This is an optimization exercise on Yosys and OpenROAD, whose aim is small area and a short achievable clock period, not a production implementation. At most, simulation tests tie the RTL to the original design; equivalence was not proved. Power and IR drop assume default switching activity.

## dsb_router
module dsb_router (
    input  logic                                          clk,
    input  logic                                          rst,
    input  logic [dsb_pkg::COORD_W-1:0]                   lx_i,
    input  logic [dsb_pkg::COORD_W-1:0]                   ly_i,
    input  logic [dsb_pkg::NUM_PORTS-1:0]                 in_req_i,
    input  logic [dsb_pkg::NUM_PORTS*dsb_pkg::FLIT_W-1:0] in_data_i,
    output logic [dsb_pkg::NUM_PORTS-1:0]                 in_ack_o,
    output logic [dsb_pkg::NUM_PORTS-1:0]                 out_req_o,
    output logic [dsb_pkg::NUM_PORTS*dsb_pkg::FLIT_W-1:0] out_data_o,
    input  logic [dsb_pkg::NUM_PORTS-1:0]                 out_ack_i
);
Size: about 4600 cells after synthesis, ~810 flip-flops, about 190 I/O pins.
Settings: LEC_CHECK=0, ABC_AREA=1, CAP_MARGIN=20, CELL_PAD_IN_SITES_DETAIL_PLACEMENT=1, CELL_PAD_IN_SITES_GLOBAL_PLACEMENT=1, CORE_MARGIN=2, CORE_UTILIZATION=30, PLACE_DENSITY=0.5, SETUP_SLACK_MARGIN=4.5, SLEW_MARGIN=20; clock period 8.0 ns.
run.sh (not shown) runs the stock make flow with config.mk's settings and CLKGATE_MAP_FILE= SYNTH_SCRIPT=/design/flow/synth_recipe.tcl, a recipe that flattens the netlist after the stock synthesis.
Next try:
CORE_UTILIZATION = 45   (was 30)
CTS_CLUSTER_DIAMETER = 100   (was default)
CTS_CLUSTER_SIZE = 30   (was default)
PLACE_DENSITY = 0.6   (was 0.5)
=> The new run ran to the end with no violations; non-clock buffer count falls by 52; total power goes down by about 18%; synthesized area does not change; synthesized cell count does not change; worst setup slack is better by 0.061 ns; via count increases by 0.37%; sequential share of layout area came out higher by 3.1 points; die area decreases by 33%; wire length falls by about 8%.
No run of this note included a check of the RTL's function; only the layout flow was run.

---

Another version of the RTL of dsb_router (not shown whole).
Size in the first run: about 840 flip-flops, ~190 I/O pins, ~45000 sq um of cells after synthesis.
==> flow/config.mk <==
export PLATFORM = sky130hd
export DESIGN_NAME = dsb_router
export DESIGN_NICKNAME = dsb_router
export VERILOG_FILES = /design/flow/design.v
export SDC_FILE = /design/flow/constraint.sdc
export NUM_CORES = 4
export LEC_CHECK = 0
export ABC_AREA = 1
export CAP_MARGIN = 20
export CELL_PAD_IN_SITES_DETAIL_PLACEMENT = 1
export CELL_PAD_IN_SITES_GLOBAL_PLACEMENT = 1
export CORE_MARGIN = 2
export CORE_UTILIZATION = 45
export CTS_CLUSTER_DIAMETER = 100
export CTS_CLUSTER_SIZE = 25
export GPL_TIMING_DRIVEN = 1
export PLACE_DENSITY = 0.6
export SETUP_SLACK_MARGIN = 4.5
export SLEW_MARGIN = 20
==> flow/constraint.sdc <==
create_clock -name core_clock -period 8.0 [get_ports {clk}]
set_input_delay 1.6000 -clock core_clock [delete_from_list [all_inputs] [get_ports {clk}]]
set_output_delay 1.6000 -clock core_clock [all_outputs]
set_load 0.01 [all_outputs]
standard.sh (not shown) runs the stock make flow with config.mk's settings and CLKGATE_MAP_FILE= SYNTH_SCRIPT=/design/flow/synth_recipe.tcl, a recipe that flattens the netlist after the stock synthesis.
==> flow/flow/run.sh <==
#!/bin/bash
# Standard ORFS layout, with plain buffers (buf_2) on the ports instead of the default delay cells.
set -euo pipefail
bash standard.sh finish BUFFER_PORTS_ARGS="-buffer_cell sky130_fd_sc_hd__buf_2" > flow_make.log 2>&1
The first run produced a clean layout.
Rerun with:
--- a/flow/config.mk
+++ b/flow/config.mk
@@ -15,5 +15,5 @@
 export CTS_CLUSTER_SIZE = 25
-export GPL_TIMING_DRIVEN = 1
 export PLACE_DENSITY = 0.6
-export SETUP_SLACK_MARGIN = 4.5
+export SETUP_SLACK_MARGIN = 4.4
 export SLEW_MARGIN = 20
+export TNS_END_PERCENT = 50
Result: Routed wire length drops by 2.1%; critical path depth came out lower by 1; non-clock buffer count drops by 49; register-to-register slack loses 250 ps; setup slack got worse by 48 ps; die area is unchanged; cell area came out lower by 3.5%; area after synthesis is unchanged; synthesized cell count stays the same; sequential power goes up by about 0.7%; flip-flop and latch count stays the same.
No run of this note included a check of the RTL's function; only the layout flow was run.

---

dsb_router, a different RTL version from the one above (not shown whole).
Size in the first run: about 820 flip-flops, roughly 190 I/O pins, roughly 44000 µm² of cells after synthesis.
Settings: LEC_CHECK=0, ABC_AREA=1, CAP_MARGIN=20, CELL_PAD_IN_SITES_DETAIL_PLACEMENT=1, CELL_PAD_IN_SITES_GLOBAL_PLACEMENT=1, CORE_MARGIN=2, CORE_UTILIZATION=45, CTS_CLUSTER_DIAMETER=50, CTS_CLUSTER_SIZE=16, PLACE_DENSITY=0.6, SETUP_SLACK_MARGIN=4.5, SLEW_MARGIN=20; clock period 8.0 ns.
Scripts as last shown in full above: flow/flow/run.sh
Edit:
- CTS_CLUSTER_DIAMETER: 50 -> 100
- CTS_CLUSTER_SIZE: 16 -> 25
The new run finished clean; first-iteration DRC count came out higher slightly; worst hold slack improves by 0.0095 ns; count of clock-buffer cells in the layout drops by 48; die area stays the same; worst setup slack stays flat; design area is lower by a few percent; fmax hardly moves; sequential share of layout area grows by 1.9 points; non-clock buffer count grows by 8.
Edit:
- SETUP_SLACK_MARGIN: 4.5 -> 4.6
=>
- via count is higher by a few percent
- register-to-register slack hardly moves
- synthesized cell count stays the same
- worst hold slack hardly moves

---

Another version of the RTL of dsb_router (not shown whole).
Size in the first run: about 4700 cells after synthesis, roughly 840 flip-flops, about 190 I/O pins, ~0.045 mm^2 of cells after synthesis.
==> flow/design.v (excerpt) <==
module dsb_router (
    input  logic                                          clk,
    input  logic                                          rst,
    input  logic [dsb_pkg::COORD_W-1:0]                   lx_i,
    input  logic [dsb_pkg::COORD_W-1:0]                   ly_i,
    input  logic [dsb_pkg::NUM_PORTS-1:0]                 in_req_i,
    input  logic [dsb_pkg::NUM_PORTS*dsb_pkg::FLIT_W-1:0] in_data_i,
    output logic [dsb_pkg::NUM_PORTS-1:0]                 in_ack_o,
    output logic [dsb_pkg::NUM_PORTS-1:0]                 out_req_o,
    output logic [dsb_pkg::NUM_PORTS*dsb_pkg::FLIT_W-1:0] out_data_o,
    input  logic [dsb_pkg::NUM_PORTS-1:0]                 out_ack_i
);
    localparam int N = dsb_pkg::NUM_PORTS;
    localparam int W = dsb_pkg::FLIT_W;
    logic [N-1:0]   in_valid;
    logic [N*W-1:0] in_flit;
    logic [N*5-1:0] in_dest;
    logic [N-1:0]   in_take;
    logic [N*W-1:0] mm_flit;
    logic [N*5-1:0] mm_tv;
    logic [N*5-1:0] mm_new;
    logic [N-1:0]   mm_keep;
    logic [N-1:0]   mm_take;
    for (genvar i = 0; i < N; i++) begin : g_port
        input_port u_in (
            .clk     (clk),
            .rst     (rst),
            .req_i   (in_req_i[i]),
            .data_i  (in_data_i[i*W +: W]),
            .lx_i    (lx_i),
            .ly_i    (ly_i),
            .ack_o   (in_ack_o[i]),
            .valid_o (in_valid[i]),
            .flit_o  (in_flit[i*W +: W]),
            .dest_o  (in_dest[i*5 +: 5]),
            .take_i  (in_take[i])
        );
    end
    mm_alloc u_mm (
        .clk        (clk),
        .rst        (rst),
        .in_valid_i (in_valid),
        .in_flit_i  (in_flit),
        .in_dest_i  (in_dest),
        .in_take_o  (in_take),
        .mm_flit_o  (mm_flit),
        .mm_tv_o    (mm_tv),
        .mm_new_o   (mm_new),
        .mm_keep_o  (mm_keep),
        .mm_take_i  (mm_take)
    );
    output_alloc u_out (
        .mm_flit_i  (mm_flit),
        .mm_tv_i    (mm_tv),
        .mm_new_i   (mm_new),
        .mm_keep_i  (mm_keep),
  ...
clock: 8.0 ns
lec_check: 0
abc_area: 1
cap_margin: 20
cell_pad_in_sites_detail_placement: 1
cell_pad_in_sites_global_placement: 1
core_margin: 2
core_utilization: 50
cts_cluster_diameter: 100
cts_cluster_size: 25
place_density: 0.65
setup_slack_margin: 4.5
slew_margin: 20
Scripts as last shown in full above: flow/flow/run.sh
The first run completed without violations.
Then changed:
--- a/flow/config.mk
+++ b/flow/config.mk
@@ -11,8 +11,8 @@
 export CELL_PAD_IN_SITES_GLOBAL_PLACEMENT = 1
 export CORE_MARGIN = 2
-export CORE_UTILIZATION = 50
+export CORE_UTILIZATION = 45
 export CTS_CLUSTER_DIAMETER = 100
 export CTS_CLUSTER_SIZE = 25
-export PLACE_DENSITY = 0.65
+export PLACE_DENSITY = 0.6
 export SETUP_SLACK_MARGIN = 4.5
 export SLEW_MARGIN = 20
Result:
- global-route usage decreases by 3.6 points
- wire length falls slightly
- non-clock buffer count shrinks by 18
- final area decreases slightly
- hold slack hardly moves
- power went down slightly
- utilization goes down by 6.0 points
- combinational power falls by a few percent
- synthesized area is unchanged
- worst setup slack gets better by 0.078 ns
- critical path depth falls by 2
Then changed:
--- a/flow/config.mk
+++ b/flow/config.mk
@@ -15,4 +15,4 @@
 export CTS_CLUSTER_SIZE = 25
 export PLACE_DENSITY = 0.6
-export SETUP_SLACK_MARGIN = 4.5
+export SETUP_SLACK_MARGIN = 4.6
 export SLEW_MARGIN = 20
Effect: Routed wire length increases by 2.3%; worst hold slack stays flat; final area climbs by 3.3%; core utilization is higher by 1.7 points; via count came out higher by 1.9%; power increases by 2.1%; sequential cell count stays the same; fmax decreases by 0.84%; area after synthesis does not change; synthesized cell count stays the same.
Then changed:
--- a/flow/config.mk
+++ b/flow/config.mk
@@ -15,4 +15,4 @@
 export CTS_CLUSTER_SIZE = 25
 export PLACE_DENSITY = 0.6
-export SETUP_SLACK_MARGIN = 4.6
+export SETUP_SLACK_MARGIN = 4.75
 export SLEW_MARGIN = 20
After rerunning: The changed run went through all stages and came out clean; non-clock buffer count climbs by 105; setup slack gains 0.064 ns; wire length grows by 3.0%.

afterwards: timing with drivers on the ports:
The results above use ideal ports. As a check the final layouts listed here were re-extracted and re-timed, cells and wires unchanged.
Step 1, drivers: a clkbuf_16 drives clk and a buf_2 each remaining input, both assumed.
Step 2 adds t to the input delays and takes it off the output delays; t is the mean of the earliest and latest rising clock arrival at the registers after step 1. Input paths then give back, and output paths get back, about the clock's delay inside the block.
Three values: no drivers, after step 1, after step 2; two values: the first two.
run | t (ns) | slack for setup (ns) | worst setup path after step 2 | slew at the worst register clock pin (ns)
the first run of note 1 | 0.786 | 4.340 / 4.257 / 3.859 | input to register | 0.06 / 0.06
the second run of note 1 | 0.697 | 4.401 / 4.328 / 3.904 | input to register | 0.12 / 0.12
the first run of note 2 | 0.728 | 4.362 / 4.286 / 3.997 | input to register | 0.11 / 0.11
the second run of note 2 | 0.730 | 4.314 / 4.232 / 3.853 | input to register | 0.11 / 0.11
the first run of note 3 | 0.778 | 4.390 / 4.309 / 3.864 | input to register | 0.07 / 0.07
the second run of note 3 | 0.735 | 4.389 / 4.314 / 3.935 | input to register | 0.11 / 0.11
the third run of note 3 | 0.732 | 4.380 / 4.306 / 4.033 | input to register | 0.10 / 0.10
the first run of note 4 | 0.718 | 4.434 / 4.384 / 3.989 | input to register | 0.11 / 0.11
the second run of note 4 | 0.742 | 4.513 / 4.454 / 3.937 | input to register | 0.10 / 0.10
the third run of note 4 | 0.745 | 4.483 / 4.407 / 3.987 | input to register | 0.10 / 0.10
the fourth run of note 4 | 0.722 | 4.547 / 4.474 / 4.149 | input to register | 0.11 / 0.11
After both steps every run listed still meets setup and hold. The setup slack of the second run of note 4, which loses most, moves by -0.059 ns with the drivers and by -0.576 ns with both steps.
